What follows belongs to an exercise in optimizing a design on an open flow for a short achievable clock period and few clock cycles; a production flow would make more cautious choices. Function was checked by simulation only, so behaviour that the tests miss may differ from the original. No driver is modelled on the clock port, so clocking that relies on it looks cheaper here than on a real chip. Power and IR drop assume default switching activity.

## before
// busCpu
module busCpu (
    input  logic                       Clock,
    input  logic                       rst,
    input  logic                       instrValid,
    input  logic [32-1:0]     instrWord,
    output logic                       instrReady,
    output logic                       retireValid,
    output logic [4-1:0] retireDest,
    output logic [32-1:0]     retireData
);
Size: ~73 I/O pins.
==> flow/config.mk <==
export PLATFORM = sky130hd
export DESIGN_NAME = busCpu
export DESIGN_NICKNAME = busCpu
export VERILOG_FILES = /design/flow/design.v
export SDC_FILE = /design/flow/constraint.sdc
export NUM_CORES = 4
export LEC_CHECK = 0
export ABC_CLOCK_PERIOD_IN_PS = 1000
export CAP_MARGIN = 20
export CORE_MARGIN = 2
export CORE_UTILIZATION = 55
export SLEW_MARGIN = 20
export SYNTH_HIERARCHICAL = 1
export SYNTH_MINIMUM_KEEP_SIZE = 0
==> flow/constraint.sdc <==
create_clock -name core_clock -period 11.0 [get_ports {Clock}]
set_input_delay 2.2000 -clock core_clock [delete_from_list [all_inputs] [get_ports {Clock}]]
set_output_delay 2.2000 -clock core_clock [all_outputs]
set_load 0.01 [all_outputs]
standard.sh (not shown) runs the stock make flow with config.mk's settings and CLKGATE_MAP_FILE= SYNTH_SCRIPT=/design/flow/synth_recipe.tcl, a recipe that flattens the netlist after the stock synthesis.
==> flow/flow/run.sh <==
#!/bin/bash
# The standard layout (standard.sh, standard synthesis included), with two
# changes to how the layout is made:
set -euo pipefail
export SETUP_SLACK_MARGIN=${SETUP_SLACK_MARGIN:-7.5}
export PRE_CTS_TCL=$PWD/flow/move_out_ffs.tcl
bash standard.sh > standard_flow.log 2>&1
==> flow/flow/move_out_ffs.tcl <==
# Move each flip-flop that drives an output port's buffer next to that
# buffer, then legalize. Run after placement, before clock tree synthesis.
set block [ord::get_db_block]
set moved 0
foreach bterm [$block getBTerms] {
  if { [$bterm getIoType] != "OUTPUT" } { continue }
  set net [$bterm getNet]
  if { $net == "NULL" } { continue }
  set buf ""
  foreach it [$net getITerms] {
    if { [$it isOutputSignal] } { set buf [$it getInst] }
  }
  if { $buf == "" } { continue }
  set in_net ""
  foreach it [$buf getITerms] {
    if { [$it isInputSignal] && [$it getNet] != "NULL" } { set in_net [$it getNet] }
  }
  if { $in_net == "" } { continue }
  set drv ""
  foreach it [$in_net getITerms] {
    if { [$it isOutputSignal] } { set drv [$it getInst] }
  }
  if { $drv == "" } { continue }
  if { ![[$drv getMaster] isSequential] } { continue }
  lassign [$buf getLocation] bx by
  $drv setLocation $bx $by
  incr moved
}
puts "move_out_ffs: moved $moved flip-flops next to their output buffers"
detailed_placement
check_placement -verbose
before: all stages complete, timing, DRC and antenna checks passed
Testbench counts of before, summed over its fixed seeds: cycles 16,168.
The following lists how after was set up differently from before:
--- a/flow/design.v
+++ b/flow/design.v
@@ -40,41 +40,40 @@
         srcLo    = 3'd6,
         srcImm   = 3'd7
     } busSrcT;
 endpackage
 `timescale 1ns/1ps
 module registerFile (
     input  logic                       Clock,
     input  logic                       rst,
-    input  logic [16-1:0]      weOH,
+    input  logic                       we,
+    input  logic [4-1:0] wa,
     input  logic [32-1:0]     wd,
-    input  logic [16-1:0]      raOH,
-    input  logic [16-1:0]      rbOH,
+    input  logic [4-1:0] raA,
+    input  logic [4-1:0] raB,
     output logic [32-1:0]     rdA,
     output logic [32-1:0]     rdB
 );
     logic [16-1:0][32-1:0] regs;
     always_ff @(posedge Clock) begin
-        for (int i = 0; i < 16; i++) begin
-            if (rst) begin
+        if (rst) begin
+            for (int i = 0; i < 16; i++) begin
                 regs[i] <= '0;
-            end else if (weOH[i]) begin
-                regs[i] <= wd;
+            end
+        end else begin
+            for (int i = 0; i < 16; i++) begin
+                if (we && wa == i) begin
+                    regs[i] <= wd;
+                end
             end
         end
     end
-    always_comb begin
-        rdA = '0;
-        rdB = '0;
-        for (int i = 0; i < 16; i++) begin
-            rdA = rdA | ({32{raOH[i]}} & regs[i]);
-            rdB = rdB | ({32{rbOH[i]}} & regs[i]);
-        end
-    end
+    assign rdA = regs[raA];
+    assign rdB = regs[raB];
 endmodule
 `timescale 1ns/1ps
 module aluUnit (
     input  logic        Clock,
     input  logic [31:0] a,
     input  logic [31:0] b,
     output logic [63:0] p
 );
@@ -4537,26 +4536,19 @@
             rdyQ  <= 1'b1;
             busyQ <= 1'b0;
         end else begin
             vSk   <= vSk | take;
             rdyQ  <= ~(vSk | take);
             busyQ <= vSk | take;
         end
     end
-    logic [15:0] raOH1, rbOH1;
-    logic [31:0] irNext;
-    assign irNext = vSk ? sk : instrWord;
     always_ff @(posedge Clock) begin
         if (!stall) begin
-            ir <= irNext;
-            for (int i = 0; i < 16; i++) begin
-                raOH1[i] <= (irNext[26:23] == i);
-                rbOH1[i] <= (irNext[22:19] == i);
-            end
+            ir <= vSk ? sk : instrWord;
         end
         if (!busyQ) begin
             sk <= instrWord;
         end
     end
     logic rstQ;
     always_ff @(posedge Clock) begin
         rstQ <= rst;
@@ -4617,24 +4609,24 @@
     assign isMfhi1 = (op1 == 5'd16);
     assign isMflo1 = (op1 == 5'd17);
     assign isAlu1  = isAdd1 | isSub1 | isAnd1 | isOr1;
     assign isMf1   = isMfhi1 | isMflo1;
     assign wr1     = isLdi1 | isAlu1 | isMf1;
     assign legal1  = wr1 | isMul1;
     assign needOps1 = isAlu1 | isMul1;
     logic [31:0] rfA, rfB;
-    logic [15:0] weOH6;    
     registerFile registerFile_i (
         .Clock (Clock),
         .rst   (rstQ),
-        .weOH  (weOH6),
+        .we    (v[6] & wr[6]),
+        .wa    (rc6),
         .wd    (res6),
-        .raOH  (raOH1),
-        .rbOH  (rbOH1),
+        .raA   (ra1),
+        .raB   (rb1),
         .rdA   (rfA),
         .rdB   (rfB)
     );
     logic [31:0] valA1, valB1;
     logic        stlA1, stlB1, by1A1, by1B1, by2A1, by2B1;
     logic        byMA1, byMB1, byMhsA1, byMhsB1;
     controlSequencer fwdA (
         .r (ra1), .v (v), .wr (wr), .alu (alu),
@@ -4778,19 +4770,16 @@
         rc4     <= rc3;
         res4    <= {aluHi3, alu[3] ? res3[15:0] : eff3[15:0]};
     end
     always_ff @(posedge Clock) begin
         rc5     <= rc4;
         res5    <= eff4;
         rc6     <= rc5;
         res6    <= eff5;
-        for (int i = 0; i < 16; i++) begin
-            weOH6[i] <= ~rst & v[5] & wr[5] & (rc5 == i);
-        end
     end
     always_ff @(posedge Clock) begin
         if (rstQ) begin
             hiReg <= '0;
             loReg <= '0;
         end else if (mulv[5]) begin
             hiReg <= prod[63:32];
             loReg <= prod[31:0];
==> comparison <==
- Taking before as the reference point, the number of filler cells placed in the layout of after rises by 374.
- In the metrics for before and after, the one carrying the higher post-layout total power is after.
- The count of vias placed by the detailed router of after was inferior to that of before.
- Min share of total power consumed by net switching across before and after: before
- Re number of stages on the worst setup path: after is 12 up on before.
- Summary of after over before: multi-input logic portion of the cell area increased by 1.8 points relative to the old numbers, wire length increased by 15000 um relative to the old numbers, non-clock buffer instance count of the final layout increased by 23 relative to the old numbers, site row count increased by 1.3% relative to the old numbers, area taken by flip-flops and latches decreased by 3.7% relative to the old numbers.
- When the final numbers for before and after were put side by side, the clock buffer count turned out to be greater in before.
- For before, the worst setup path endpoint was retireDest[3], unlike after, where it was res3[10].
- Against before, the final cell area of after is higher.
- Every stage of the flow completed for after, and the final layout passed the timing, DRC and antenna checks.
- Compared with before, in after worst hold slack after final layout now sits lower; sequential share of layout area dropped 2.2 points.
Testbench counts of after, summed over its fixed seeds: cycles 16,168.

## port drivers added, routing unchanged
Ports are ideal in the flow. The routed layouts listed here were re-timed in OpenROAD.
Step 1: set_driving_cell puts a clkbuf_16 on Clock and a buf_2 on each other input, an assumption about the parent block.
Step 2 also shifts input and output timing later by t, the mid clock arrival at the registers, as if the neighbouring blocks saw the same clock.
Three values: no drivers, after step 1, after step 2; two values: the first two.
| run | shift t [ns] | setup slack, ns | worst hold slack (ns) | worst data-port slew with drivers (ns) |
|---|---|---|---|---|
| before | 0.940 | 7.487 / 7.396 / 7.118 | 0.330 / 0.330 / 0.330 | 0.05 |
| after | 0.953 | 7.475 / 7.404 / 7.332 | 0.324 / 0.324 / 0.324 | 0.10 |
After both steps setup and hold are still met in every run listed. The setup slack of before, which loses most, moves by -0.091 ns with the drivers and by -0.369 ns with both steps.
